What follows belongs to an exercise in optimizing a design on an open flow for small area, a short achievable clock period and few clock cycles per item; a production flow would make more cautious choices. Only simulation tests tie the RTL to the original design; equivalence was not proved.

$ cat flow/run.sh
#!/bin/bash
# Own flow: the standard layout (standard.sh) with three changes:
# - synthesis maps the logic with the area-oriented ABC script
#   flow/map_area.abc in place of ORFS's speed script (the rest of the standard flow's
#   synthesis script synth_recipe.tcl is unchanged: registers, flattening and
#   renaming are the standard ones);
# - (flat synthesis, as in the standard flow)
# - every input and output port still gets a buffer, a buf_1.
# - no half-adder extraction (ADDER_MAP_FILE empty): the S-box XOR/AND pairs stay separate gates.
# Each step's full log is under orfs/logs; make's output is in flow_make.log.
set -euo pipefail
W=$PWD
{
  # replace the -script of ORFS's ABC call, and drop its -D delay target
  echo "proc abc {args} {"
  echo "  set i [lsearch -exact \$args -script]"
  echo "  set a [lreplace \$args \$i [expr {\$i + 1}] -script {$W/flow/map_area.abc}]"
  echo "  set j [lsearch -exact \$a -D]"
  echo "  if {\$j >= 0} { set a [lreplace \$a \$j [expr {\$j + 1}]] }"
  echo "  yosys abc {*}\$a"
  echo "}"
  cat "$W/synth_recipe.tcl"
} > "$W/flow_synth.tcl"
bash "$W/standard.sh" SYNTH_SCRIPT="$W/flow_synth.tcl" \
  "BUFFER_PORTS_ARGS=-buffer_cell sky130_fd_sc_hd__buf_1" ADDER_MAP_FILE= finish > "$W/flow_make.log" 2>&1
$ cat flow/map_area.abc
strash
&get -n
&st
&dch
&nf -R 1000
&put
topo
stime -c
buffer -c
upsize -c
dnsize -c
$ cat standard.sh
#!/bin/bash
# synth_recipe.tcl (not shown) runs the flow's synth.tcl, then flattens the netlist and writes it again
# the make line also repeats each setting of config.mk as NAME=value (left out here)
make -C /OpenROAD-flow-scripts/flow DESIGN_CONFIG=/design/flow/config.mk WORK_HOME=/design/flow/orfs CLKGATE_MAP_FILE= SYNTH_SCRIPT=/design/flow/synth_recipe.tcl "${@:-finish}"
$ cat config.mk
export PLATFORM = sky130hd
export DESIGN_NAME = aes_top
export DESIGN_NICKNAME = aes_top
export VERILOG_FILES = /design/flow/design.v
export SDC_FILE = /design/flow/constraint.sdc
export NUM_CORES = 4
export LEC_CHECK = 0
export CAP_MARGIN = 20
export CORE_MARGIN = 2
export CORE_UTILIZATION = 40
export CTS_BUF_LIST = sky130_fd_sc_hd__clkbuf_8
export SETUP_SLACK_MARGIN = 0.2
export SLEW_MARGIN = 20
$ cat constraint.sdc
create_clock -name core_clock -period 6.0 [get_ports {clk}]
set_input_delay 1.2000 -clock core_clock [delete_from_list [all_inputs] [get_ports {clk}]]
set_output_delay 1.2000 -clock core_clock [all_outputs]
set_load 0.01 [all_outputs]
$ cat design.v
`default_nettype none
package aes_pkg;
  typedef logic [7:0]   byte_t;
  typedef logic [127:0] block_t;   
  typedef logic [31:0]  word_t;
  typedef logic [3:0]   round_t;
  localparam int unsigned NUM_ROUNDS = 10;
  localparam byte_t       GF_POLY    = 8'h1b;
  function automatic logic [7:0] xtime(input logic [7:0] b);
    xtime = b[7] ? ({b[6:0], 1'b0} ^ GF_POLY) : {b[6:0], 1'b0};
  endfunction
  function automatic logic [7:0] rcon_of(input logic [3:0] r);
    rcon_of = {r == 4'd8,
               r == 4'd7,
               r == 4'd6 || r == 4'd10,
               r == 4'd5 || r == 4'd9 || r == 4'd10,
               r == 4'd4 || r == 4'd9,
               r == 4'd3 || r == 4'd10,
               r == 4'd2 || r == 4'd9 || r == 4'd10,
               r == 4'd1 || r == 4'd9};
  endfunction
endpackage
`default_nettype wire
`timescale 1ns/1ps
`default_nettype none
module aes_ctrl_fsm (
  input  logic            clk,
  input  logic            rst,
  input  logic            start_i,
  output logic            load_o,      
  output logic            busy_o,      
  output logic            last_o,      
  output aes_pkg::round_t round_o,
  output logic            done_o
);
  logic            busy_q;
  aes_pkg::round_t round_q;
  assign load_o  = start_i && !busy_q;
  assign busy_o  = busy_q;
  assign round_o = round_q;
  assign last_o  = (round_q == aes_pkg::round_t'(aes_pkg::NUM_ROUNDS));
  always_ff @(posedge clk) begin
    if (rst) begin
      busy_q <= 1'b0;
      done_o <= 1'b0;
    end else begin
      done_o <= busy_q && last_o;
      if (load_o) busy_q <= 1'b1;
      else if (last_o) busy_q <= 1'b0;
    end
  end
  always_ff @(posedge clk) begin
    if (load_o) round_q <= 4'd1;
    else if (busy_q) round_q <= round_q + 4'd1;
  end
endmodule
`default_nettype wire
`timescale 1ns/1ps
`default_nettype none
module aes_key_late_xor (
  input  logic [31:0] a_i,
  input  logic [31:0] b_i,
  input  logic [31:0] t_i,
  output logic [31:0] a_o,
  output logic [31:0] b_o
);
  assign a_o = a_i ^ t_i;
  assign b_o = b_i ^ t_i;
endmodule
module aes_key_expand (
  input  logic            clk,
  input  logic            busy_i,
  input  aes_pkg::round_t round_i,
  input  aes_pkg::block_t key_i,
  output aes_pkg::block_t round_key_o
);
  aes_pkg::block_t key_q;
  aes_pkg::block_t w;       
  aes_pkg::block_t kin;     
  aes_pkg::word_t  sub_word;
  aes_pkg::word_t  t;
  aes_pkg::word_t  q0, q2;
  aes_pkg::byte_t  rc;
  assign w[127:96] = key_q[127:96];
  assign w[95:64]  = key_q[95:64] ^ key_q[127:96];
  assign w[63:32]  = key_q[63:32] ^ key_q[95:64];
  assign w[31:0]   = key_q[31:0] ^ key_q[63:32];
  assign round_key_o = w;
  assign kin = busy_i ? w : key_i;
  assign rc  = busy_i ? aes_pkg::rcon_of(round_i + 4'd1) : 8'h01;
  aes_sbox_rom sb0 (.u(kin[23:16]), .s(sub_word[31:24]));
  aes_sbox_rom sb1 (.u(kin[15:8]),  .s(sub_word[23:16]));
  aes_sbox_rom sb2 (.u(kin[7:0]),   .s(sub_word[15:8]));
  aes_sbox_rom sb3 (.u(kin[31:24]), .s(sub_word[7:0]));
  assign t = sub_word ^ {rc, 24'h000000};
  aes_key_late_xor lx (
    .a_i(kin[127:96]), .b_i(kin[127:96] ^ kin[63:32]), .t_i(t), .a_o(q0), .b_o(q2)
  );
  always_ff @(posedge clk) begin
    key_q <= {q0, kin[95:64], q2, kin[95:64] ^ kin[31:0]};
  end
endmodule
`default_nettype wire
`timescale 1ns/1ps
`default_nettype none
module aes_mix_column (
  input  logic [31:0] a_i,     
  input  logic [31:0] ak_i,
  input  logic        mix_en_i,
  output logic [31:0] out_o
);
  logic [7:0] a [4];
  logic [7:0] p [4];
  logic [7:0] tt;
  always_comb begin
    for (int r = 0; r < 4; r++) a[r] = a_i[8*(3-r) +: 8];
    for (int r = 0; r < 4; r++) p[r] = a[r] ^ a[(r+1)%4];
    tt = p[0] ^ p[2];
    for (int r = 0; r < 4; r++) begin
      out_o[8*(3-r) +: 8] = ((aes_pkg::xtime(p[r]) ^ tt) & {8{mix_en_i}}) ^ ak_i[8*(3-r) +: 8];
    end
  end
endmodule
module aes_state_path (
  input  logic            clk,
  input  logic            start_i,
  input  logic            busy_i,
  input  logic            last_i,
  input  aes_pkg::block_t plaintext_i,
  input  aes_pkg::block_t key_i,
  input  aes_pkg::block_t round_key_i,
  output aes_pkg::block_t state_o
);
  aes_pkg::block_t state_q;
  aes_pkg::block_t sub;
  aes_pkg::block_t shifted;
  aes_pkg::block_t inject;
  aes_pkg::block_t ak;
  aes_pkg::block_t next;
  assign state_o = state_q;
  for (genvar i = 0; i < 16; i++) begin : g_sb
    aes_sbox_rom sb (.u(state_q[8*i +: 8]), .s(sub[8*i +: 8]));
  end
  always_comb begin
    for (int c = 0; c < 4; c++) begin
      for (int r = 0; r < 4; r++) begin
        shifted[8*(15-(4*c+r)) +: 8] = sub[8*(15-(4*((c+r)%4)+r)) +: 8];
      end
    end
  end
  assign inject = busy_i ? round_key_i : start_i ? (plaintext_i ^ key_i) : state_q;
  assign ak     = (shifted & {128{busy_i}}) ^ inject;
  for (genvar c = 0; c < 4; c++) begin : g_mc
    aes_mix_column mc (
      .a_i(shifted[32*(3-c) +: 32]), .ak_i(ak[32*(3-c) +: 32]), .mix_en_i(busy_i && !last_i),
      .out_o(next[32*(3-c) +: 32])
    );
  end
  always_ff @(posedge clk) begin
    state_q <= next;
  end
endmodule
`default_nettype wire
`timescale 1ns/1ps
`default_nettype none
module aes_core (
  input  logic            clk,
  input  logic            rst,
  input  logic            start_i,
  input  aes_pkg::block_t plaintext_i,
  input  aes_pkg::block_t key_i,
  output aes_pkg::block_t ciphertext_o,
  output logic            done_o
);
  logic            load;
  logic            busy;
  logic            last;
  aes_pkg::round_t round;
  aes_pkg::block_t round_key;
  aes_ctrl_fsm fsm0 (
    .clk(clk), .rst(rst), .start_i(start_i), .load_o(load), .busy_o(busy), .last_o(last),
    .round_o(round), .done_o(done_o)
  );
  aes_key_expand key0 (
    .clk(clk), .busy_i(busy), .round_i(round), .key_i(key_i), .round_key_o(round_key)
  );
  aes_state_path state0 (
    .clk(clk), .start_i(start_i), .busy_i(busy), .last_i(last), .plaintext_i(plaintext_i),
    .key_i(key_i), .round_key_i(round_key), .state_o(ciphertext_o)
  );
endmodule
`default_nettype wire
`timescale 1ns/1ps
`default_nettype none
module aes_sbox_rom (
  input  logic [7:0] u,
  output logic [7:0] s
);
  logic T1, T2, T3, T4, T5, T6, T7, T8, T9, T10, T11, T12, T13, T14, T15, T16, T17, T18, T19, T20, T21, T22, T23, T24, T25, T26, T27, M1, M2, M3, M4, M5, M6, M7, M8, M9, M10, M11, M12, M13, M14, M15, M16, M17, M18, M19, M20, M21, M22, M23, M24, M25, M26, M27, M28, M29, M30, M31, M32, M33, M34, M35, M36, M37, M38, M39, M40, M41, M42, M43, M44, M45, M46, M47, M48, M49, M50, M51, M52, M53, M54, M55, M56, M57, M58, M59, M60, M61, M62, M63, L0, L1, L2, L3, L4, L5, L6, L7, L8, L9, L10, L11, L12, L13, L14, L15, L16, L17, L18, L19, L20, L21, L22, L23, L24, L25, L26, L27, L28, L29;
  logic U0, U1, U2, U3, U4, U5, U6, U7;
  assign {U0, U1, U2, U3, U4, U5, U6, U7} = u;
  assign T1 = U0 ^ U3;
  assign T2 = U0 ^ U5;
  assign T3 = U0 ^ U6;
  assign T4 = U3 ^ U5;
  assign T5 = U4 ^ U6;
  assign T6 = T1 ^ T5;
  assign T7 = U1 ^ U2;
  assign T8 = U7 ^ T6;
  assign T9 = U7 ^ T7;
  assign T10 = T6 ^ T7;
  assign T11 = U1 ^ U5;
  assign T12 = U2 ^ U5;
  assign T13 = T3 ^ T4;
  assign T14 = T6 ^ T11;
  assign T15 = T5 ^ T11;
  assign T16 = T5 ^ T12;
  assign T17 = T9 ^ T16;
  assign T18 = U3 ^ U7;
  assign T19 = T7 ^ T18;
  assign T20 = T1 ^ T19;
  assign T21 = U6 ^ U7;
  assign T22 = T7 ^ T21;
  assign T23 = T2 ^ T22;
  assign T24 = T2 ^ T10;
  assign T25 = T20 ^ T17;
  assign T26 = T3 ^ T16;
  assign T27 = T1 ^ T12;
  assign M1 = T13 & T6;
  assign M2 = T23 & T8;
  assign M3 = T14 ^ M1;
  assign M4 = T19 & U7;
  assign M5 = M4 ^ M1;
  assign M6 = T3 & T16;
  assign M7 = T22 & T9;
  assign M8 = T26 ^ M6;
  assign M9 = T20 & T17;
  assign M10 = M9 ^ M6;
  assign M11 = T1 & T15;
  assign M12 = T4 & T27;
  assign M13 = M12 ^ M11;
  assign M14 = T2 & T10;
  assign M15 = M14 ^ M11;
  assign M16 = M3 ^ M2;
  assign M17 = M5 ^ T24;
  assign M18 = M8 ^ M7;
  assign M19 = M10 ^ M15;
  assign M20 = M16 ^ M13;
  assign M21 = M17 ^ M15;
  assign M22 = M18 ^ M13;
  assign M23 = M19 ^ T25;
  assign M24 = M22 ^ M23;
  assign M25 = M22 & M20;
  assign M26 = M21 ^ M25;
  assign M27 = M20 ^ M21;
  assign M28 = M23 ^ M25;
  assign M29 = M28 & M27;
  assign M30 = M26 & M24;
  assign M31 = M20 & M23;
  assign M32 = M27 & M31;
  assign M33 = M27 ^ M25;
  assign M34 = M21 & M22;
  assign M35 = M24 & M34;
  assign M36 = M24 ^ M25;
  assign M37 = M21 ^ M29;
  assign M38 = M32 ^ M33;
  assign M39 = M23 ^ M30;
  assign M40 = M35 ^ M36;
  assign M41 = M38 ^ M40;
  assign M42 = M37 ^ M39;
  assign M43 = M37 ^ M38;
  assign M44 = M39 ^ M40;
  assign M45 = M42 ^ M41;
  assign M46 = M44 & T6;
  assign M47 = M40 & T8;
  assign M48 = M39 & U7;
  assign M49 = M43 & T16;
  assign M50 = M38 & T9;
  assign M51 = M37 & T17;
  assign M52 = M42 & T15;
  assign M53 = M45 & T27;
  assign M54 = M41 & T10;
  assign M55 = M44 & T13;
  assign M56 = M40 & T23;
  assign M57 = M39 & T19;
  assign M58 = M43 & T3;
  assign M59 = M38 & T22;
  assign M60 = M37 & T20;
  assign M61 = M42 & T1;
  assign M62 = M45 & T4;
  assign M63 = M41 & T2;
  assign L0 = M61 ^ M62;
  assign L1 = M50 ^ M56;
  assign L2 = M46 ^ M48;
  assign L3 = M47 ^ M55;
  assign L4 = M54 ^ M58;
  assign L5 = M49 ^ M61;
  assign L6 = M62 ^ L5;
  assign L7 = M46 ^ L3;
  assign L8 = M51 ^ M59;
  assign L9 = M52 ^ M53;
  assign L10 = M53 ^ L4;
  assign L11 = M60 ^ L2;
  assign L12 = M48 ^ M51;
  assign L13 = M50 ^ L0;
  assign L14 = M52 ^ M61;
  assign L15 = M55 ^ L1;
  assign L16 = M56 ^ L0;
  assign L17 = M57 ^ L1;
  assign L18 = M58 ^ L8;
  assign L19 = M63 ^ L4;
  assign L20 = L0 ^ L1;
  assign L21 = L1 ^ L7;
  assign L22 = L3 ^ L12;
  assign L23 = L18 ^ L2;
  assign L24 = L15 ^ L9;
  assign L25 = L6 ^ L10;
  assign L26 = L7 ^ L9;
  assign L27 = L8 ^ L10;
  assign L28 = L11 ^ L14;
  assign L29 = L11 ^ L17;
  assign s[7] = L6 ^ L24;
  assign s[6] = ~(L16 ^ L26);
  assign s[5] = ~(L19 ^ L28);
  assign s[4] = L6 ^ L21;
  assign s[3] = L20 ^ L22;
  assign s[2] = L25 ^ L29;
  assign s[1] = ~(L13 ^ L27);
  assign s[0] = ~(L6 ^ L23);
endmodule
`default_nettype wire
`timescale 1ns/1ps
`default_nettype none
module aes_top (
  input  logic         clk,
  input  logic         rst,
  input  logic         start_i,
  input  logic [127:0] plaintext_i,
  input  logic [127:0] key_i,
  output logic [127:0] ciphertext_o,
  output logic         done_o
);
  aes_core core0 (
    .clk(clk), .rst(rst), .start_i(start_i), .plaintext_i(plaintext_i), .key_i(key_i),
    .ciphertext_o(ciphertext_o), .done_o(done_o)
  );
endmodule
`default_nettype wire
==> impl_metrics.py, run 1 <==
metrics = {
    "worst_setup_path": {
        "crit_buf_inv": 2,
        "cp.arrival_ns": 6.16,
        "r2r-start": "core0.state0.state_q[108]",
        "slowest_stage": "dfxtp_1",
        "cp-end-kind": "flop",
        "cp_cell_sequence": "buf_4 -> xnor2_1 -> xor2_1 -> nor2_1 -> xnor2_1 -> xnor2_1 -> xnor2_2 -> nor2b_1 -> nor3_1 -> a21oi_1 -> xnor2_1 -> xnor2_1 -> or2_2 -> xnor2_1 -> xor2_1 -> xnor2_2 -> xor2_1 -> xor2_1 -> buf_4 -> xnor2_1 -> nor2_1 -> xnor2_1",
        "critical-path-top-delay-family": "XOR/XNOR gates",
        "crit_type": "flop to flop",
        "regToRegSetupSlack_ns": 0.39,
        "reg2reg_depth": 22,
        "cp.required_ns": 6.56,
        "cpMostUsedCell": "xnor2_1",
        "critPathMaxFanout": 7,
        "critical-path-max-stage-delay_ns": 0.36,
        "cp-start-kind": "flop",
        "startpoint": "core0.state0.state_q[108]",
        "rr_endpoint": "core0.state0.state_q[46]",
    },
    "clocking": {
        "cts_tree": "built",
        "clock-root-buffer": "clkbuf_8",
        "numCtsBuffers": 51,
        "insertion_delay_ns": 0.69,
        "path_clk_slew_ns": 0.07,
        "ctsLongestPathBuffers": 3,
        "cts_hold_buf": 0,
        "htreeDepth": 2,
        "cts.sinks": 262,
    },
    "detailed_routing": {
        "drc": 0,
        "totalWireLength_um": 151000,
        "vias": 34200,
        "wire_per_inst_um": 22.9,
        "drtAntennaViolNets": 0,
        "drtIter0Drc": 3869,
        "firstDrtPassIters": 8,
        "drt-vias-per-instance": 5.17,
    },
    "floorplan": {
        "num_io_pins": 388,
        "dieArea_um2": 94000,
        "die_h_um": 307,
        "coreArea_um2": 91200,
        "start_util_pct": 40.2,
        "die_w_um": 307,
        "placementRows": 111,
    },
    "logic_synthesis": {
        "syn_inst": 4722,
        "synth_ff_type": "dfxtp_1",
        "async_flop_share_pct": 0,
        "syn_nets": 4981,
        "synth_seq_area_share_pct": 14.3,
        "synth_xor_area_share_pct": 58.3,
        "synth_mux_area_share_pct": 0.205,
        "yosysTopAreaCell": "xnor2_1",
        "synth_edf_count": 0,
        "synth_simple_gate_area_share_pct": 13.9,
        "syn_area_um2": 36600,
        "synth_top_area_share_pct": 39.0,
        "synth-adder-area-share_pct": 0,
        "ys_types": 63,
        "yosysMostFrequentCell": "xnor2_1",
        "ys_top_cells_by_count": "1,633 x xnor2_1, 649 x nor2_1, 569 x xor2_1",
        "avgSynthCellArea_um2": 7.76,
        "yosysWarnings": 6,
        "synth_compound_area_share_pct": 11.0,
        "synth_top_family_by_area": "XOR/XNOR gates",
        "synthTopCellsByArea": "xnor2_1 39%, dfxtp_1 14%, xor2_1 14%",
        "ys_ff_latch": 262,
    },
    "finish": {
        "stdcell_count": 6617,
        "drive_gt1_share_pct": 14.2,
        "area_delta_synth_final_pct": 20.9,
        "utilization_pct": 48.6,
        "nets": 5641,
        "fin_area_um2": 44300,
    },
    "timing": {
        "fin_setup_tns_ns": 0,
        "fin_worst_skew_ns": 0.0519,
        "setup_viol": 0,
        "fmax_mhz": 178,
        "hold_viol": 0,
        "whs_ns": 0.647,
        "period_minus_slack_ns": 5.61,
        "rsz0062_at_grt": "yes",
        "slew_headroom_pct": 35.3,
        "drv_slew": 0,
        "worst_pin_slew_ns": 0.960,
        "min_period_over_period_pct": 93.4,
    },
    "grt": {
        "antenna_found_initial": 16,
        "grt_pass1_wl_um": 215000,
        "grt_pass1_vias": 32500,
        "grt_max_degree": 128,
        "grt.overflow.total": 0,
        "grt_usage_pct": 31.0,
    },
    "placement": {
        "io_buffers": 387,
        "place_congestion": 1.02,
        "dpl.hpwl_um": 129000,
        "dp.cells": 6491,
        "placed_cell_area_um2": 41600,
    },
    "hold_path": {
        "min_path_cells": 2,
        "hold_end": "core0.fsm0.round_q[2]",
        "hold_class": "flop to flop",
        "hold_start": "core0.fsm0.round_q[2]",
    },
    "run_status": {
        "status": "timing/DRC/antenna clean",
    },
    "run": {
        "cap_violations": 0,
    },
}
[sequential cells by signal (all words and copies together) (netlist names)]
signal	count
core0.state0.state_q	128
core0.fsm0.done_o	1
core0.fsm0.round_q	4
core0.key0.key_q	128
core0.fsm0.busy_q	1
[worst register-to-register path, stage by stage, from the launching register on]
cell	delay (ns)
dfxtp_1	0.36
buf_4	0.18
xnor2_1	0.35
xor2_1	0.32
nor2_1	0.13
xnor2_1	0.15
xnor2_1	0.32
xnor2_2	0.17
nor2b_1	0.16
nor3_1	0.29
a21oi_1	0.16
xnor2_1	0.32
xnor2_1	0.15
or2_2	0.33
xnor2_1	0.34
xor2_1	0.16
xnor2_2	0.34
xor2_1	0.29
xor2_1	0.27
buf_4	0.21
xnor2_1	0.20
nor2_1	0.11
xnor2_1	0.18
[layout by cell type, fill, tap and decap left out, drive strengths merged, types with 2 or more instances in the layout]
cell type / instances
xnor2: 1721
buf: 764
nor2: 655
xor2: 598
nand2: 370
o21ai: 267
dfxtp: 262
a21oi: 231
a211oi: 71
nand2b: 70
clkbuf: 64
inv: 59
a31oi: 57
nor2b: 57
o21a: 36
and2: 25
nand3: 16
nor3: 10
or2: 9
o211ai: 9
diode: 8
clkinv: 8
bufinv: 8
mux2i: 6
a22o: 5
a22oi: 4
o31ai: 4
o22ai: 3
o22a: 3
or3: 3
a21boi: 3
and3: 2
nor4: 2
nor3b: 2
a21o: 2
and3b: 2
o21bai: 2
and2b: 2
[kinds of logic after synthesis]
family                 count (synthesis)
AND/OR/NAND/NOR                     1227
flip-flops                           262
multiplexers                           7
AO/OA/AOI/OAI                        703
XOR/XNOR                            2320
buffers and inverters                203
[worst max path at each step]
| stage | endpoint | slack, ns | cells past startpoint |
|---|---|---|---|
| 6_report | core0.state0.state_q[46] | 0.39 | 22 |
| 5_1_grt | core0.state0.state_q[106] | 0.09 | 20 |
| 4_1_cts | core0.state0.state_q[83] | 0.12 | 21 |
| 3_5_place_dp | core0.state0.state_q[27] | 0.003 | 20 |
| 3_3_place_gp | core0.state0.state_q[27] | 0.04 | 20 |
| 2_1_floorplan | core0.key0.key_q[42] | 0.67 | 18 |
[what timing repair did]
action / CTS / global route
cloned: 0 / 0
endpoints found under the setup margin: 29 / 135
hold endpoints to repair: 0 / 0
resized for setup: 12 / 169
pin swaps: 1 / 22
setup buffers: 2 / 22
[metrics by stage]
step	setup WS, ns
after global routing	0.0940
final	0.394
after CTS	0.121
after detailed placement	0.00317
after global placement	0.0419
after floorplan	0.671
[cell type report]
class | instances | area, um2
Antenna cell | 8 | 20.0
Clock buffer | 63 | 867
Clock inverter | 31 | 358
Fill cell | 9022 | 46900
Inverter | 45 | 169
Multi-Input combinational cell | 4257 | 31800
Sequential cell | 262 | 5280
Tap cell | 1186 | 1480
Timing Repair Buffer | 765 | 4360
[layer usage]
layer  GRT usage (%)  wire (um)  vias up
met5               0         24        -
met4            10.5       5790        4
met3            4.69      13500      219
met2            50.2      68100     1507
met1            41.8      64000    16100
li1                -          -    16300
Testbench counts, summed over its fixed seeds: cycles 3,528, blocks 320.
==> run 2: changes to the inputs <==
--- a/design.v
+++ b/design.v
@@ -148,8 +148,8 @@
       end
     end
   end
-  assign inject = busy_i ? round_key_i : start_i ? (plaintext_i ^ key_i) : state_q;
-  assign ak     = (shifted & {128{busy_i}}) ^ inject;
+  assign inject = busy_i ? round_key_i : start_i ? key_i : state_q;
+  assign ak     = ((shifted & {128{busy_i}}) | (plaintext_i & {128{start_i && !busy_i}})) ^ inject;
   for (genvar c = 0; c < 4; c++) begin : g_mc
     aes_mix_column mc (
       .a_i(shifted[32*(3-c) +: 32]), .ak_i(ak[32*(3-c) +: 32]), .mix_en_i(busy_i && !last_i),
--- a/flow/run.sh
+++ b/flow/run.sh
@@ -1,11 +1,10 @@
 #!/bin/bash
-# Own flow: the standard layout (standard.sh) with three changes:
+# Own flow: the standard layout (standard.sh) with these changes:
 # - synthesis maps the logic with the area-oriented ABC script
 #   flow/map_area.abc in place of ORFS's speed script (the rest of the standard flow's
 #   synthesis script synth_recipe.tcl is unchanged: registers, flattening and
 #   renaming are the standard ones);
-# - (flat synthesis, as in the standard flow)
-# - every input and output port still gets a buffer, a buf_1.
+# - every input and output port still gets a buffer, a buf_1;
 # - no half-adder extraction (ADDER_MAP_FILE empty): the S-box XOR/AND pairs stay separate gates.
 # Each step's full log is under orfs/logs; make's output is in flow_make.log.
 set -euo pipefail
--- a/config.mk
+++ b/config.mk
@@ -8,6 +8,5 @@
 export CAP_MARGIN = 20
 export CORE_MARGIN = 2
 export CORE_UTILIZATION = 40
-export CTS_BUF_LIST = sky130_fd_sc_hd__clkbuf_8
 export SETUP_SLACK_MARGIN = 0.2
 export SLEW_MARGIN = 20
==> impl_metrics.py, run 2 <==
metrics = {
    "run_status": {
        "status": "timing/DRC/antenna clean",
    },
    "floorplan": {
        "num_io_pins": 388,
        "placementRows": 110,
        "dieArea_um2": 93500,
        "start_util_pct": 40.4,
        "coreArea_um2": 90100,
        "die_h_um": 306,
        "die_w_um": 306,
    },
    "finish": {
        "final_common_cell": "xnor2_1",
        "stdcell_count": 6328,
        "drive_gt1_share_pct": 15.0,
        "area_delta_synth_final_pct": 19.8,
        "nets": 5382,
        "fin_area_um2": 43600,
        "layout_common_cells": "1,509 x xnor2_1, 560 x xor2_1, 486 x nor2_1",
        "reg.largest.list": "core0.key0.key_q x128, core0.state0.state_q x128, core0.fsm0.round_q x4",
    },
    "logic_synthesis": {
        "synth_top_area_share_pct": 38.0,
        "ys_types": 60,
        "async_flop_share_pct": 0,
        "synth_edf_count": 0,
        "syn_area_um2": 36400,
        "avgSynthCellArea_um2": 8.07,
        "synth_seq_area_share_pct": 14.4,
        "yosysTopAreaCell": "xnor2_1",
        "yosysWarnings": 6,
        "syn_inst": 4513,
        "ys_ff_latch": 262,
        "ys_top_cells_by_count": "1,580 x xnor2_1, 589 x xor2_1, 487 x nor2_1",
        "synthTopCellsByArea": "xnor2_1 38%, dfxtp_1 14%, xor2_1 14%",
        "yosysMostFrequentCell": "xnor2_1",
        "syn_nets": 4772,
        "synth_ff_type": "dfxtp_1",
    },
    "grt": {
        "grt_pass1_vias": 31700,
        "grt_usage_pct": 30.0,
        "met1_usage_pct": 38.4,
        "grt_pass1_wl_um": 208000,
        "antenna_found_initial": 15,
        "grt_max_degree": 121,
        "grtUsageMet2_pct": 49.4,
        "top_usage_layer": "met2",
        "use_met3_pct": 4.38,
        "grt.overflow.total": 0,
    },
    "worst_setup_path": {
        "r2r-start": "core0.state0.state_q[84]",
        "crit_type": "flop to flop",
        "reg2reg_depth": 21,
        "rr_endpoint": "core0.state0.state_q[115]",
        "cp.arrival_ns": 6.13,
        "cp-start-kind": "flop",
        "cp.required_ns": 6.47,
        "cpMostUsedCell": "xnor2_1",
        "cp-end-kind": "flop",
        "cp_cell_sequence": "xnor2_2 -> xnor2_1 -> nor2_1 -> xor2_2 -> xnor2_1 -> xnor2_2 -> nand2_1 -> xnor2_1 -> mux2i_2 -> xnor2_2 -> xnor2_1 -> nor2_1 -> xor2_2 -> xor2_4 -> xnor2_1 -> xnor2_1 -> xor2_1 -> xnor2_1 -> xnor2_1 -> nor2_1 -> xnor2_1",
        "critPathMaxFanout": 5,
        "slowest_stage": "xnor2_1",
        "regToRegSetupSlack_ns": 0.34,
        "critical-path-max-stage-delay_ns": 0.72,
    },
    "timing": {
        "fin_worst_skew_ns": 0.0264,
        "worst_slack_ns": 0.345,
        "slew_headroom_pct": 36.3,
        "rsz0062_at_grt": "yes",
        "drv_slew": 0,
        "setup_viol": 0,
        "fmax_mhz": 177,
        "worst_pin_slew_ns": 0.956,
        "hold_viol": 0,
        "period_minus_slack_ns": 5.66,
        "min_period_over_period_pct": 94.3,
    },
    "detailed_routing": {
        "drtAntennaViolNets": 0,
        "drc": 0,
        "drt-vias-per-instance": 5.14,
        "totalWireLength_um": 146000,
        "wire_per_inst_um": 23.0,
        "firstDrtPassIters": 7,
        "drtIter0Drc": 2915,
        "vias": 32500,
    },
    "clocking": {
        "htreeDepth": 2,
        "clock-root-buffer": "clkbuf_16",
        "cts_hold_buf": 0,
        "path_clk_slew_ns": 0.06,
        "cts_tree": "built",
        "insertion_delay_ns": 0.59,
        "numCtsBuffers": 36,
        "cts.sinks": 262,
        "ctsLongestPathBuffers": 3,
    },
    "placement": {
        "dp.cells": 6235,
        "place_congestion": 1.01,
        "dpl.hpwl_um": 123000,
        "io_buffers": 387,
        "placed_cell_area_um2": 41100,
        "pre_cts_ws_ns": 0.0715,
    },
    "run": {
        "cap_violations": 0,
    },
    "hold_path": {
        "hold_end": "core0.fsm0.round_q[1]",
        "hold_class": "flop to flop",
        "hold_start": "core0.fsm0.round_q[1]",
        "min_path_cells": 1,
    },
}
[run 2: cell types whose count changed after synthesis, sizes merged, moves of 31 or more]
cell    delta
nor2     -161
a21oi    -181
mux2      +91
a21boi    +31
nand2     +47
xnor2     -50
a22oi     +74
mux2i     +34
a31oi     -55
[run 2: worst max-delay path by stage]
stage / start / to / slack [ns]
5_1_grt: core0.state0.state_q[85] / core0.state0.state_q[120] / 0.06
6_report: core0.state0.state_q[84] / core0.state0.state_q[115] / 0.34
4_1_cts: core0.state0.state_q[81] / core0.state0.state_q[115] / 0.21
3_5_place_dp: core0.state0.state_q[81] / core0.state0.state_q[108] / 0.07
3_3_place_gp: core0.state0.state_q[4] / core0.state0.state_q[106] / -0.02
2_1_floorplan: key_i[1] / core0.key0.key_q[40] / 0.65
[run 2: metal layers]
metal  vias up  share of wire, %
met4        18               5.5
met2      1216                46
li1      15500                 -
met1     15500                42
met5         -             0.074
met3       280               6.8
[run 2: per-stage QoR]
stage	util [%]	hold WS, ns	TNS, ns
6_report	48.4	0.640	0
5_1_grt	48.4	0.669	0
4_1_cts	47.1	0.624	0
3_5_place_dp	45.6	0.617	0
3_3_place_gp	45.6	0.617	-0.0446
2_1_floorplan	-	0.592	0
[run 2: layout make-up]
class | instances | area [um2]
diodes | 1 | 2.50
flip-flops and latches | 262 | 5280
multi-input cells | 4051 | 31400
clock buffers | 46 | 1020
repair buffers | 719 | 4020
fillers | 8799 | 46500
clock inverters | 20 | 249
well taps | 1176 | 1470
inverters | 53 | 201
[run 2: cell families (layout without fill, tap and decap cells)]
group	count (synthesis)	count (layout)	synth area share [%]
AO/OA/AOI/OAI	554	554	9.25
AND/OR/NAND/NOR	1076	1076	12.3
buffers and inverters	200	838	2.20
XOR/XNOR	2289	2289	57.9
flip-flops	262	262	14.4
multiplexers	132	132	3.98
other	0	1	0
[run 2: worst max-delay path: cells and delay by family (launching register included)]
kind          cells  cell delay (ns)
xor+xnor         16             4.16
simple gates      4             0.59
flops             1             0.42
mux               1             0.38
[run 2: what timing repair did]
item                       4_1_cts  5_1_grt
pin swaps                        0       19
resized for setup                4      151
setup buffers                    0       26
setup endpoints to repair       13      146
Testbench counts of run 2, summed over its fixed seeds: cycles 3,528, blocks 320.
==> run 3: changes to the inputs <==
--- a/design.v
+++ b/design.v
@@ -83,7 +83,7 @@
   aes_pkg::byte_t  rc;
   assign w[127:96] = key_q[127:96];
   assign w[95:64]  = key_q[95:64] ^ key_q[127:96];
-  assign w[63:32]  = key_q[63:32] ^ key_q[95:64];
+  assign w[63:32]  = key_q[63:32];
   assign w[31:0]   = key_q[31:0] ^ key_q[63:32];
   assign round_key_o = w;
   assign kin = busy_i ? w : key_i;
@@ -94,10 +94,10 @@
   aes_sbox_rom sb3 (.u(kin[31:24]), .s(sub_word[7:0]));
   assign t = sub_word ^ {rc, 24'h000000};
   aes_key_late_xor lx (
-    .a_i(kin[127:96]), .b_i(kin[127:96] ^ kin[63:32]), .t_i(t), .a_o(q0), .b_o(q2)
+    .a_i(kin[127:96]), .b_i(kin[127:96] ^ kin[95:64] ^ kin[63:32]), .t_i(t), .a_o(q0), .b_o(q2)
   );
   always_ff @(posedge clk) begin
-    key_q <= {q0, kin[95:64], q2, kin[95:64] ^ kin[31:0]};
+    key_q <= {q0, kin[95:64], q2, kin[31:0]};
   end
 endmodule
 `default_nettype wire
--- a/config.mk
+++ b/config.mk
@@ -7,6 +7,6 @@
 export LEC_CHECK = 0
 export CAP_MARGIN = 20
 export CORE_MARGIN = 2
-export CORE_UTILIZATION = 40
+export CORE_UTILIZATION = 50
 export SETUP_SLACK_MARGIN = 0.2
 export SLEW_MARGIN = 20
==> impl_metrics.py, run 3 <==
metrics = {
    "run_status": {
        "status": "timing/DRC/antenna clean",
    },
    "detailed_routing": {
        "firstDrtPassIters": 5,
        "drtIter0Drc": 3076,
        "drc": 0,
        "drtAntennaViolNets": 0,
        "drt-vias-per-instance": 5.35,
        "wire_per_inst_um": 23.1,
        "vias": 32500,
        "totalWireLength_um": 140000,
    },
    "grt": {
        "grt_usage_pct": 35.4,
        "grt_pass1_wl_um": 203000,
        "grt_pass1_vias": 31700,
        "grt.overflow.total": 0,
        "grt_max_degree": 198,
        "antenna_found_initial": 6,
    },
    "logic_synthesis": {
        "async_flop_share_pct": 0,
        "yosysTopAreaCell": "xnor2_1",
        "ys_types": 58,
        "ys_ff_latch": 262,
        "synth_seq_area_share_pct": 14.2,
        "ys_top_cells_by_count": "1,487 x xnor2_1, 607 x xor2_1, 475 x nand2_1",
        "synth_edf_count": 0,
        "yosysWarnings": 6,
        "synth_ff_type": "dfxtp_1",
        "synth_top_area_share_pct": 35.2,
        "synthTopCellsByArea": "xnor2_1 35%, xor2_1 14%, dfxtp_1 14%",
        "syn_nets": 4791,
        "avgSynthCellArea_um2": 8.17,
        "yosysMostFrequentCell": "xnor2_1",
        "syn_inst": 4532,
        "syn_area_um2": 37000,
    },
    "clocking": {
        "clock-root-buffer": "clkbuf_16",
        "insertion_delay_ns": 0.59,
        "numCtsBuffers": 34,
        "ctsLongestPathBuffers": 3,
        "cts_tree": "built",
        "path_clk_slew_ns": 0.06,
        "htreeDepth": 2,
        "cts_hold_buf": 0,
        "cts.sinks": 262,
    },
    "finish": {
        "layout_common_cells": "1,431 x xnor2_1, 581 x xor2_1, 474 x nand2_1",
        "final_common_cell": "xnor2_1",
        "area_delta_synth_final_pct": 16.7,
        "stdcell_count": 6083,
        "utilization_pct": 59.1,
        "nets": 5356,
        "reg.largest.list": "core0.key0.key_q x128, core0.state0.state_q x128, core0.fsm0.round_q x4",
        "drive_gt1_share_pct": 14.5,
    },
    "floorplan": {
        "placementRows": 99,
        "num_io_pins": 388,
        "coreArea_um2": 73200,
        "die_h_um": 276,
        "die_w_um": 276,
        "start_util_pct": 50.6,
        "dieArea_um2": 76300,
    },
    "worst_setup_path": {
        "critPathMaxFanout": 6,
        "crit_buf_inv": 1,
        "cp.required_ns": 6.41,
        "reg2reg_depth": 21,
        "rr_endpoint": "core0.state0.state_q[32]",
        "cp-end-kind": "flop",
        "critical-path-max-stage-delay_ns": 0.61,
        "slowest_stage": "dfxtp_1",
        "regToRegSetupSlack_ns": 0.38,
        "critical-path-top-delay-family": "XOR/XNOR gates",
        "r2r-start": "core0.state0.state_q[68]",
        "cp.arrival_ns": 6.03,
        "crit_cells": 21,
        "crit_type": "flop to flop",
        "cp-start-kind": "flop",
        "cp_cell_sequence": "xnor2_4 -> xnor2_2 -> xor2_1 -> nor2_1 -> xnor2_1 -> xnor2_1 -> xnor2_2 -> o21ai_0 -> xnor2_1 -> xnor2_1 -> xnor2_1 -> nor2_1 -> xnor2_2 -> xnor2_2 -> xnor2_2 -> xor2_1 -> xnor2_2 -> nor2_1 -> a211oi_1 -> buf_4 -> xnor2_1",
    },
    "placement": {
        "dp.cells": 6000,
        "place_congestion": 1.02,
        "io_buffers": 387,
        "dpl.hpwl_um": 118000,
        "pre_cts_ws_ns": 0.0783,
    },
    "timing": {
        "fmax_mhz": 178,
        "whs_ns": 0.600,
        "setup_viol": 0,
        "drv_slew": 0,
        "slew_headroom_pct": 18.3,
        "worst_slack_ns": 0.378,
        "worst_pin_slew_ns": 1.21,
        "hold_viol": 0,
        "fin_setup_tns_ns": 0,
        "rsz0062_at_grt": "yes",
        "fin_worst_skew_ns": 0.0370,
        "min_period_over_period_pct": 93.7,
        "period_minus_slack_ns": 5.62,
    },
    "hold_path": {
        "hold_end": "core0.fsm0.round_q[1]",
        "min_path_cells": 1,
        "hold_class": "flop to flop",
        "hold_start": "core0.fsm0.round_q[1]",
    },
    "run": {
        "cap_violations": 0,
    },
}
run 3: logic make-up (layout without fill, tap and decap cells):
logic type | after synthesis | in the layout | share of synthesized area (%)
AND/OR/NAND/NOR | 1087 | 1087 | 12.1
flip-flops | 262 | 262 | 14.2
AO/OA/AOI/OAI | 555 | 555 | 9.45
other | 0 | 2 | 0
buffers and inverters | 218 | 808 | 2.45
multiplexers | 135 | 135 | 3.85
XOR/XNOR | 2275 | 2275 | 58.0
run 3: final cells by class:
cell class,count,area (um2)
sequential,262,5270
tap,959,1200
inverter,72,273
multi-input combinational,4052,31700
antenna,2,5.00
clock buffer,46,977
timing repair buffer,675,3660
clock inverter,15,156
fill,6968,30000
run 3: worst max path at each step:
stage / from / end
final: core0.state0.state_q[68] / core0.state0.state_q[32]
after global routing: core0.state0.state_q[15] / core0.state0.state_q[74]
after CTS: core0.state0.state_q[113] / core0.state0.state_q[20]
after detailed placement: key_i[1] / core0.key0.key_q[106]
after global placement: key_i[30] / core0.key0.key_q[98]
after floorplan: key_i[22] / core0.key0.key_q[63]
run 3: routing by layer:
metal	GRT usage [%]	wire (um)	up-vias
met3	6.33	12200	266
met4	11.5	5350	8
li1	-	-	15500
met5	0	48	-
met2	57.5	62700	1391
met1	47.4	60200	15400
run 3: repair_timing:
| action | CTS | global route |
|---|---|---|
| gates resized for setup | 1 | 121 |
| pin swaps | 1 | 12 |
| buffers inserted | 2 | 18 |
| setup endpoints to repair | 4 | 143 |
run 3: through the flow:
step	instance area, um2
detailed placement	41100
finish	43300
CTS	42300
global placement	41100
global route	43200
floorplan	37000
Testbench counts of run 3, summed over its fixed seeds: cycles 3,528, blocks 320.
==> run 4: changes to the inputs <==
--- a/config.mk
+++ b/config.mk
@@ -7,6 +7,6 @@
 export LEC_CHECK = 0
 export CAP_MARGIN = 20
 export CORE_MARGIN = 2
-export CORE_UTILIZATION = 50
+export CORE_UTILIZATION = 40
 export SETUP_SLACK_MARGIN = 0.2
 export SLEW_MARGIN = 20
==> impl_metrics.py, run 4 <==
metrics = {
    "detailed_routing": {
        "drt-vias-per-instance": 5.12,
        "firstDrtPassIters": 7,
        "totalWireLength_um": 145000,
        "vias": 32200,
        "wire_per_inst_um": 23.1,
        "drc": 0,
        "drtAntennaViolNets": 0,
        "drtIter0Drc": 2823,
    },
    "worst_setup_path": {
        "critical-path-top-delay-family": "XOR/XNOR gates",
        "crit_type": "flop to flop",
        "cp.required_ns": 6.43,
        "cp-end-kind": "flop",
        "critical-path-max-stage-delay_ns": 0.58,
        "cp.arrival_ns": 6.02,
        "slowest_stage": "dfxtp_1",
        "regToRegSetupSlack_ns": 0.41,
        "crit_buf_inv": 2,
        "cp-start-kind": "flop",
        "cpMostUsedCell": "xnor2_1",
        "critPathMaxFanout": 5,
        "cp_cell_sequence": "xnor2_1 -> xnor2_1 -> nor2_1 -> nor3_1 -> a21oi_2 -> xnor3_1 -> inv_2 -> nor2_2 -> nor2_1 -> o21bai_1 -> xor2_1 -> nor2_1 -> xor2_1 -> xnor2_2 -> xnor2_2 -> xnor2_1 -> xor2_2 -> xor2_2 -> buf_4 -> a211oi_1 -> xnor2_1",
    },
    "logic_synthesis": {
        "synthTopCellsByArea": "xnor2_1 35%, xor2_1 14%, dfxtp_1 14%",
        "syn_inst": 4532,
        "async_flop_share_pct": 0,
        "synth_ff_type": "dfxtp_1",
        "syn_nets": 4791,
        "yosysMostFrequentCell": "xnor2_1",
        "ys_top_cells_by_count": "1,487 x xnor2_1, 607 x xor2_1, 475 x nand2_1",
        "ys_types": 58,
        "syn_area_um2": 37000,
        "synth_top_area_share_pct": 35.2,
        "avgSynthCellArea_um2": 8.17,
        "synth_seq_area_share_pct": 14.2,
        "yosysWarnings": 6,
        "ys_ff_latch": 262,
        "yosysTopAreaCell": "xnor2_1",
        "synth_edf_count": 0,
    },
    "clocking": {
        "numCtsBuffers": 35,
        "htreeDepth": 2,
        "cts_hold_buf": 0,
        "cts.sinks": 262,
        "clock-root-buffer": "clkbuf_16",
        "ctsLongestPathBuffers": 3,
        "cts_tree": "built",
        "path_clk_slew_ns": 0.06,
        "insertion_delay_ns": 0.57,
    },
    "timing": {
        "period_minus_slack_ns": 5.59,
        "fmax_mhz": 179,
        "setup_viol": 0,
        "fin_worst_skew_ns": 0.0308,
        "worst_slack_ns": 0.412,
        "rsz0062_at_grt": "yes",
        "hold_viol": 0,
        "whs_ns": 0.587,
        "min_period_over_period_pct": 93.1,
        "slew_headroom_pct": 14.8,
        "worst_pin_slew_ns": 1.27,
        "drv_slew": 0,
    },
    "grt": {
        "grt_usage_pct": 29.3,
        "grt.overflow.total": 0,
        "antenna_found_initial": 11,
        "grt_pass1_wl_um": 205000,
        "grt_pass1_vias": 30900,
        "grt_max_degree": 184,
    },
    "finish": {
        "drive_gt1_share_pct": 14.1,
        "layout_common_cells": "1,426 x xnor2_1, 582 x xor2_1, 474 x nand2_1",
        "final_common_cell": "xnor2_1",
        "nets": 5320,
        "area_delta_synth_final_pct": 17.5,
        "reg.largest.list": "core0.key0.key_q x128, core0.state0.state_q x128, core0.fsm0.round_q x4",
        "fillCellCount": 9070,
        "stdcell_count": 6283,
    },
    "placement": {
        "place_congestion": 1.00,
        "dpl.hpwl_um": 123000,
        "io_buffers": 387,
        "pre_cts_ws_ns": -0.424,
        "dp.cells": 6195,
    },
    "floorplan": {
        "num_io_pins": 388,
        "die_h_um": 308,
        "placementRows": 111,
        "dieArea_um2": 95100,
        "coreArea_um2": 91700,
        "die_w_um": 308,
        "start_util_pct": 40.4,
    },
    "hold_path": {
        "hold_class": "flop to flop",
    },
    "run_status": {
        "status": "timing/DRC/antenna clean",
    },
    "run": {
        "cap_violations": 0,
    },
}
[run 4: cell types whose count changed in the layout (fill, tap and decap cells not counted), sizes merged]
cell and change:
buf -37, bufinv +3, clkbuf -5, clkinv +6, clkinvlp -2, diode +8
[run 4: final timing paths]
path,start,end,cells after the start
min,core0.fsm0.round_q[2],core0.fsm0.round_q[2],2
max,core0.state0.state_q[54],core0.state0.state_q[76],21
min reg2reg,core0.fsm0.round_q[2],core0.fsm0.round_q[2],2
max reg2reg,core0.state0.state_q[54],core0.state0.state_q[76],21
[run 4: worst reg2reg max path, stage by stage (launching register included)]
cell	delay, ns
dfxtp_1	0.58
xnor2_1	0.22
xnor2_1	0.29
nor2_1	0.17
nor3_1	0.24
a21oi_2	0.08
xnor3_1	0.48
inv_2	0.07
nor2_2	0.13
nor2_1	0.05
o21bai_1	0.29
xor2_1	0.38
nor2_1	0.19
xor2_1	0.22
xnor2_2	0.32
xnor2_2	0.19
xnor2_1	0.42
xor2_2	0.19
xor2_2	0.21
buf_4	0.18
a211oi_1	0.40
xnor2_1	0.14
[run 4: metrics by stage]
step	cell area (um2)	setup TNS [ns]	utilization, %
2_1_floorplan	37000	0	-
3_3_place_gp	41200	-1.47	44.9
3_5_place_dp	41200	-2.06	44.9
4_1_cts	42400	0	46.3
5_1_grt	43500	0	47.5
6_report	43500	0	47.5
[run 4: logic make-up after synthesis]
kind of cell,share of synthesized area (%)
XOR/XNOR,58.0
AND/OR/NAND/NOR,12.1
AO/OA/AOI/OAI,9.45
flip-flops,14.2
buffers and inverters,2.45
multiplexers,3.85
[run 4: area by class of cell]
class                           instances  area [um2]  area share [%]
Antenna cell                           10        25.0          0.0575
Clock buffer                           41         930            2.14
Clock inverter                         22         269           0.618
Inverter                               72         273           0.627
Multi-Input combinational cell       4052       31900            73.3
Sequential cell                       262        5270            12.1
Tap cell                             1186        1480            3.41
Timing Repair Buffer                  638        3370            7.75
[run 4: routing by layer]
| metal | wire length (um) | up-vias | track usage [%] | share of wire [%] |
|---|---|---|---|---|
| li1 | - | 15400 | - | - |
| met3 | 10800 | 252 | 3.70 | 7.4 |
| met2 | 64400 | 1274 | 46.6 | 44 |
| met4 | 7370 | 6 | 13.0 | 5.1 |
| met1 | 62300 | 15200 | 39.7 | 43 |
| met5 | 46 | - | 0 | 0.032 |
[run 4: timing repair]
action | CTS | global route
buffers inserted | 0 | 15
cloned | 0 | 0
gates resized for setup | 7 | 137
pin swaps | 0 | 13
setup endpoints to repair | 27 | 127
endpoints found under the hold margin | 0 | 0

-- port drivers added, routing unchanged --
Ports are ideal in the flow. The routed layouts listed here were re-timed in OpenROAD. Step 1 sets driving cells, clkbuf_16 on the clock port and buf_2 on the other inputs (assumed; they add their load-dependent delay and slew). Step 2 adds t to the input delays and takes it off the output delays; t is the mean of the earliest and latest rising clock arrival at the registers after step 1. Input paths then give back, and output paths get back, about the clock's delay inside the block. a / b / c = ideal ports / drivers / drivers and shift; a / b = the first two.
run | t (ns) | setup slack, ns | latest minus earliest clock arrival (ns) | worst slew at a driven data input, ns
run 1 | 0.732 | 0.394 / 0.394 / 0.037 | 0.052 / 0.052 | 0.16
run 2 | 0.639 | 0.345 / 0.345 / 0.149 | 0.027 / 0.027 | 0.17
run 3 | 0.635 | 0.378 / 0.378 / 0.017 | 0.038 / 0.038 | 0.15
run 4 | 0.631 | 0.412 / 0.412 / 0.036 | 0.031 / 0.031 | 0.20
After both steps setup and hold are still met in every run listed. For run 4, which loses most, drivers alone change the setup slack by 0.000 ns; drivers and shift together by -0.376 ns.
